Context: an optimization exercise on an open-source flow, tuned for small area and a short achievable clock period. The choices shown serve that exercise and are no tape-out recipe.
In this exercise RTL edits were held to simulation tests only and were not proved equivalent to the original.
Power and IR drop assume default switching activity.

==> module rename_stage, before the edit <==
module rename_stage #(
    parameter int SUPER = 2,
    parameter int PHYS_SZ = 48,
    localparam int PREG_W = $clog2(PHYS_SZ)
) (
    input  logic                                        clk,
    input  logic                                        rst,
    input  logic                                        in_valid,
    input  logic [SUPER-1:0][rename_pkg::INSTR_W-1:0]   in_instr,
    output logic                                        stall,
    input  logic [SUPER-1:0]                            commit_valid,
    input  logic [SUPER-1:0][PREG_W-1:0]                commit_preg,
    output logic                                        out_valid,
    output logic [SUPER-1:0]                            out_lane_valid,
    output logic [SUPER-1:0][rename_pkg::OP_W-1:0]      out_op,
    output logic [SUPER-1:0][rename_pkg::FUNC_W-1:0]    out_func,
    output logic [SUPER-1:0][PREG_W-1:0]                out_src1_p,
    output logic [SUPER-1:0][PREG_W-1:0]                out_src2_p,
    output logic [SUPER-1:0][PREG_W-1:0]                out_dst_p,
    output logic [SUPER-1:0][PREG_W-1:0]                out_old_dst_p,
    output logic [SUPER-1:0][rename_pkg::INSTR_W-1:0]   out_imm
);
    localparam int NL = rename_pkg::NUM_LREGS;
    localparam int NF = PHYS_SZ - NL;           
    localparam int FW = $clog2(NF);             
    logic [1:0]        legal, wr, jump, lane_valid, writes, rd1, rd2, i15, i20;
    logic [1:0][4:0]   s1, s2, d;
    always_comb begin
        for (int l = 0; l < 2; l++) begin
            logic [3:0] op;
            logic [2:0] f;
            op = in_instr[l][31:28];
            f = in_instr[l][27:25];
            s1[l] = in_instr[l][19:15];
            s2[l] = in_instr[l][14:10];
            d[l] = in_instr[l][24:20];
            case (op)
                4'd0, 4'd1: legal[l] = f != 3'd7;
                4'd2, 4'd4: legal[l] = f[2:1] == 2'b00;
                4'd3:       legal[l] = !f[2];
                4'd5:       legal[l] = f == 3'd0;
                default:    legal[l] = 1'b0;
            endcase
            wr[l] = (op == 4'd0) || (op == 4'd1) || (op == 4'd4) || (op == 4'd5) ||
                    (op == 4'd2 && !f[0]);
            jump[l] = op == 4'd4;
            rd1[l] = (op == 4'd0) || (op == 4'd1) || (op == 4'd2) || (op == 4'd3) ||
                     (op == 4'd4 && f[0]);
            rd2[l] = (op == 4'd0) || (op == 4'd3) || (op == 4'd2 && f[0]);
            i15[l] = (op == 4'd1) || (op == 4'd2 && !f[0]) || (op == 4'd4 && f[0]);
            i20[l] = (op == 4'd4 && !f[0]) || (op == 4'd5);
        end
        lane_valid[0] = legal[0];
        lane_valid[1] = legal[1] && !(legal[0] && jump[0]);
        for (int l = 0; l < 2; l++) begin
            writes[l] = lane_valid[l] && wr[l] && (d[l] != 5'd0);
        end
    end
    logic [PREG_W-1:0] fq [NF];
    logic [FW-1:0]     head, tail;
    logic [FW:0]       cnt;
    logic              accept;
    logic [1:0][PREG_W-1:0] alloc;
    logic [FW-1:0]     head1;
    assign stall = cnt[FW:1] == '0;
    assign accept = in_valid && !stall;
    assign head1 = head + 1'b1;
    logic [NF-1:0]     tail_oh;
    assign tail_oh = NF'(1) << tail;
    assign alloc[0] = fq[head];
    assign alloc[1] = writes[0] ? fq[head1] : fq[head];
    logic [1:0]    take;
    logic [FW:0]   cnt_rel;
    logic [FW:0]   cnt_next;
    logic [FW-1:0] head_next;
    assign take = accept ? writes : 2'b00;
    assign cnt_rel = cnt + (FW+1)'(commit_valid[0]) + (FW+1)'(commit_valid[1]);
    always_comb begin
        case (take)
            2'b00:        begin cnt_next = cnt_rel;        head_next = head;         end
            2'b01, 2'b10: begin cnt_next = cnt_rel - 1'b1; head_next = head1;        end
            default:      begin cnt_next = cnt_rel - 2'd2; head_next = head + 2'd2;  end
        endcase
    end
    always_ff @(posedge clk) begin
        if (rst) begin
            head <= '0;
            tail <= '0;
            cnt <= (FW+1)'(NF);
        end else begin
            head <= head_next;
            tail <= tail + FW'(commit_valid[0]) + FW'(commit_valid[1]);
            cnt <= cnt_next;
        end
    end
    always_ff @(posedge clk) begin
        if (rst) begin
            for (int e = 0; e < NF; e++) begin
                fq[e] <= PREG_W'(NL + e);
            end
        end else begin
            for (int e = 0; e < NF; e++) begin
                if (tail_oh[e] && commit_valid[0]) begin
                    fq[e] <= commit_preg[0];
                end else if ((tail_oh[e] && !commit_valid[0] ||
                              tail_oh[(e + NF - 1) % NF] && commit_valid[0]) && commit_valid[1]) begin
                    fq[e] <= commit_preg[1];
                end
            end
        end
    end
    logic [PREG_W-1:0] map [1:NL-1];
    logic [NL-1:0][PREG_W-1:0] mapv;
    always_comb begin
        mapv[0] = '0;
        for (int r = 1; r < NL; r++) begin
            mapv[r] = map[r];
        end
    end
    function automatic logic [PREG_W-1:0] rd_map(input logic [4:0] r);
        rd_map = mapv[r];
    endfunction
    always_ff @(posedge clk) begin
        if (rst) begin
            for (int r = 1; r < NL; r++) begin
                map[r] <= PREG_W'(r);
            end
        end else if (accept) begin
            if (writes[0]) map[d[0]] <= alloc[0];
            if (writes[1]) map[d[1]] <= alloc[1];
        end
    end
    logic [1:0][PREG_W-1:0] r_s1, r_s2, r_old;
    logic [1:0][20:0]       r_imm;
    logic                   f_s1, f_s2, f_old;
    always_ff @(posedge clk) begin
        if (rst) begin
            out_valid <= 1'b0;
        end else begin
            out_valid <= accept;
        end
    end
    always_ff @(posedge clk) begin
        out_lane_valid <= lane_valid;
        for (int l = 0; l < 2; l++) begin
            out_op[l] <= in_instr[l][31:28];
            out_func[l] <= in_instr[l][27:25];
            r_s1[l] <= rd1[l] ? rd_map(s1[l]) : '0;
            r_s2[l] <= rd2[l] ? rd_map(s2[l]) : '0;
            r_old[l] <= wr[l] ? rd_map(d[l]) : '0;
            out_dst_p[l] <= writes[l] ? alloc[l] : '0;
            r_imm[l][14:0] <= (i15[l] || i20[l]) ? in_instr[l][14:0] : '0;
            r_imm[l][19:15] <= i20[l] ? in_instr[l][19:15] : {5{i15[l] && in_instr[l][14]}};
            r_imm[l][20] <= i20[l] ? in_instr[l][19] : (i15[l] && in_instr[l][14]);
        end
        f_s1 <= rd1[1] && writes[0] && s1[1] == d[0];
        f_s2 <= rd2[1] && writes[0] && s2[1] == d[0];
        f_old <= wr[1] && writes[0] && d[1] == d[0];
    end
    always_comb begin
        for (int l = 0; l < 2; l++) begin
            out_imm[l] = {{11{r_imm[l][20]}}, r_imm[l]};
        end
        out_src1_p[0] = r_s1[0];
        out_src2_p[0] = r_s2[0];
        out_old_dst_p[0] = r_old[0];
        out_src1_p[1] = f_s1 ? out_dst_p[0] : r_s1[1];
        out_src2_p[1] = f_s2 ? out_dst_p[0] : r_s2[1];
        out_old_dst_p[1] = f_old ? out_dst_p[0] : r_old[1];
    end
endmodule
==> flow/config.mk <==
export PLATFORM = sky130hd
export DESIGN_NAME = rename_stage
export DESIGN_NICKNAME = rename_stage
export VERILOG_FILES = /design/flow/design.v
export SDC_FILE = /design/flow/constraint.sdc
export NUM_CORES = 4
export LEC_CHECK = 0
export CAP_MARGIN = 20
export CORE_MARGIN = 2
export CORE_UTILIZATION = 50
export CTS_BUF_LIST = sky130_fd_sc_hd__clkbuf_4
export CTS_CLUSTER_DIAMETER = 40
export CTS_CLUSTER_SIZE = 8
export SETUP_SLACK_MARGIN = 4.5
export SLEW_MARGIN = 20
==> flow/constraint.sdc <==
create_clock -name core_clock -period 8.0 [get_ports {clk}]
set_input_delay 1.6000 -clock core_clock [delete_from_list [all_inputs] [get_ports {clk}]]
set_output_delay 1.6000 -clock core_clock [all_outputs]
set_load 0.01 [all_outputs]
standard.sh (not shown) runs the stock make flow with config.mk's settings and CLKGATE_MAP_FILE= SYNTH_SCRIPT=/design/flow/synth_recipe.tcl, a recipe that flattens the netlist after the stock synthesis.
==> flow/flow/run.sh <==
#!/bin/bash
set -euo pipefail
bash standard.sh "BUFFER_PORTS_ARGS=-buffer_cell sky130_fd_sc_hd__buf_1" MATCH_CELL_FOOTPRINT=0 finish > flow_make.log 2>&1
Next try:
--- a/flow/design.v
+++ b/flow/design.v
@@ -91,10 +91,13 @@
     localparam int NL = rename_pkg::NUM_LREGS;
     localparam int NF = PHYS_SZ - NL;           
     localparam int FW = $clog2(NF);             
     logic [1:0]        legal, wr, jump, lane_valid, writes, rd1, rd2, i15, i20;
     logic [1:0][4:0]   s1, s2, d;
+    logic [1:0]        wl, dnz;
+    logic              jmp0, op0_is4;
+    assign op0_is4 = in_instr[0][31:28] == 4'd4;
     always_comb begin
         for (int l = 0; l < 2; l++) begin
             logic [3:0] op;
             logic [2:0] f;
             op = in_instr[l][31:28];
@@ -109,22 +112,27 @@
                 4'd5:       legal[l] = f == 3'd0;
                 default:    legal[l] = 1'b0;
             endcase
             wr[l] = (op == 4'd0) || (op == 4'd1) || (op == 4'd4) || (op == 4'd5) ||
                     (op == 4'd2 && !f[0]);
+            wl[l] = (op[3:1] == 3'b000 && f != 3'd7) ||
+                    (op == 4'd2 && f == 3'd0) ||
+                    (op == 4'd4 && f[2:1] == 2'b00) ||
+                    (op == 4'd5 && f == 3'd0);
+            dnz[l] = d[l] != 5'd0;
             jump[l] = op == 4'd4;
             rd1[l] = (op == 4'd0) || (op == 4'd1) || (op == 4'd2) || (op == 4'd3) ||
                      (op == 4'd4 && f[0]);
             rd2[l] = (op == 4'd0) || (op == 4'd3) || (op == 4'd2 && f[0]);
             i15[l] = (op == 4'd1) || (op == 4'd2 && !f[0]) || (op == 4'd4 && f[0]);
             i20[l] = (op == 4'd4 && !f[0]) || (op == 4'd5);
         end
         lane_valid[0] = legal[0];
         lane_valid[1] = legal[1] && !(legal[0] && jump[0]);
-        for (int l = 0; l < 2; l++) begin
-            writes[l] = lane_valid[l] && wr[l] && (d[l] != 5'd0);
-        end
+        jmp0 = op0_is4 && in_instr[0][27:26] == 2'b00;
+        writes[0] = wl[0] && dnz[0];
+        writes[1] = wl[1] && dnz[1] && !jmp0;
     end
     logic [PREG_W-1:0] fq [NF];
     logic [FW-1:0]     head, tail;
     logic [FW:0]       cnt;
     logic              accept;
@@ -141,17 +149,21 @@
     logic [FW:0]   cnt_rel;
     logic [FW:0]   cnt_next;
     logic [FW-1:0] head_next;
     assign take = accept ? writes : 2'b00;
     assign cnt_rel = cnt + (FW+1)'(commit_valid[0]) + (FW+1)'(commit_valid[1]);
-    always_comb begin
-        case (take)
-            2'b00:        begin cnt_next = cnt_rel;        head_next = head;         end
-            2'b01, 2'b10: begin cnt_next = cnt_rel - 1'b1; head_next = head1;        end
-            default:      begin cnt_next = cnt_rel - 2'd2; head_next = head + 2'd2;  end
-        endcase
-    end
+    logic [FW:0]   cnt_m1, cnt_m2;
+    logic [FW-1:0] head2;
+    logic [FW:0]   cnt_t0;
+    logic [FW-1:0] head_t0;
+    assign cnt_m1 = cnt_rel - 1'b1;
+    assign cnt_m2 = cnt_rel - 2'd2;
+    assign head2 = head + 2'd2;
+    assign cnt_t0 = take[0] ? cnt_m1 : cnt_rel;
+    assign head_t0 = take[0] ? head1 : head;
+    assign cnt_next = take[1] ? (take[0] ? cnt_m2 : cnt_m1) : cnt_t0;
+    assign head_next = take[1] ? (take[0] ? head2 : head1) : head_t0;
     always_ff @(posedge clk) begin
         if (rst) begin
             head <= '0;
             tail <= '0;
             cnt <= (FW+1)'(NF);
What happened:
- The changed run produced a clean layout
- cell count goes down by 0.97%
- routed wire length decreases by 2.9%
- power goes up by 5.5%
- first-iteration DRC count came out lower by 3.9%
- synthesized cell count drops by 2.2%
- hold slack gets worse by 0.022 ns

## afterwards: timing with drivers on the ports
The flow's constraints put no driver on any port. The routed layouts listed below were extracted and timed again, unchanged, in two steps.
Step 1 sets driving cells, clkbuf_16 on the clock port and buf_2 on the other inputs (assumed; they add their load-dependent delay and slew).
Step 2 adds t to the input delays and takes it off the output delays; t is the mean of the earliest and latest rising clock arrival at the registers after step 1. Input paths then give back, and output paths get back, about the clock's delay inside the block.
Three values: no drivers, after step 1, after step 2; two values: the first two.
| run | t (ns) | setup slack, ns | latest minus earliest clock arrival (ns) | worst register clock-pin slew, ns | worst slew at a driven data input, ns |
|---|---|---|---|---|---|
| the first run | 0.914 | 4.431 / 4.462 / 3.548 | 0.081 / 0.081 | 0.10 / 0.10 | 0.10 |
| the second run | 0.913 | 4.434 / 4.464 / 3.551 | 0.097 / 0.098 | 0.10 / 0.10 | 0.14 |
After both steps setup and hold are still met in every run listed.
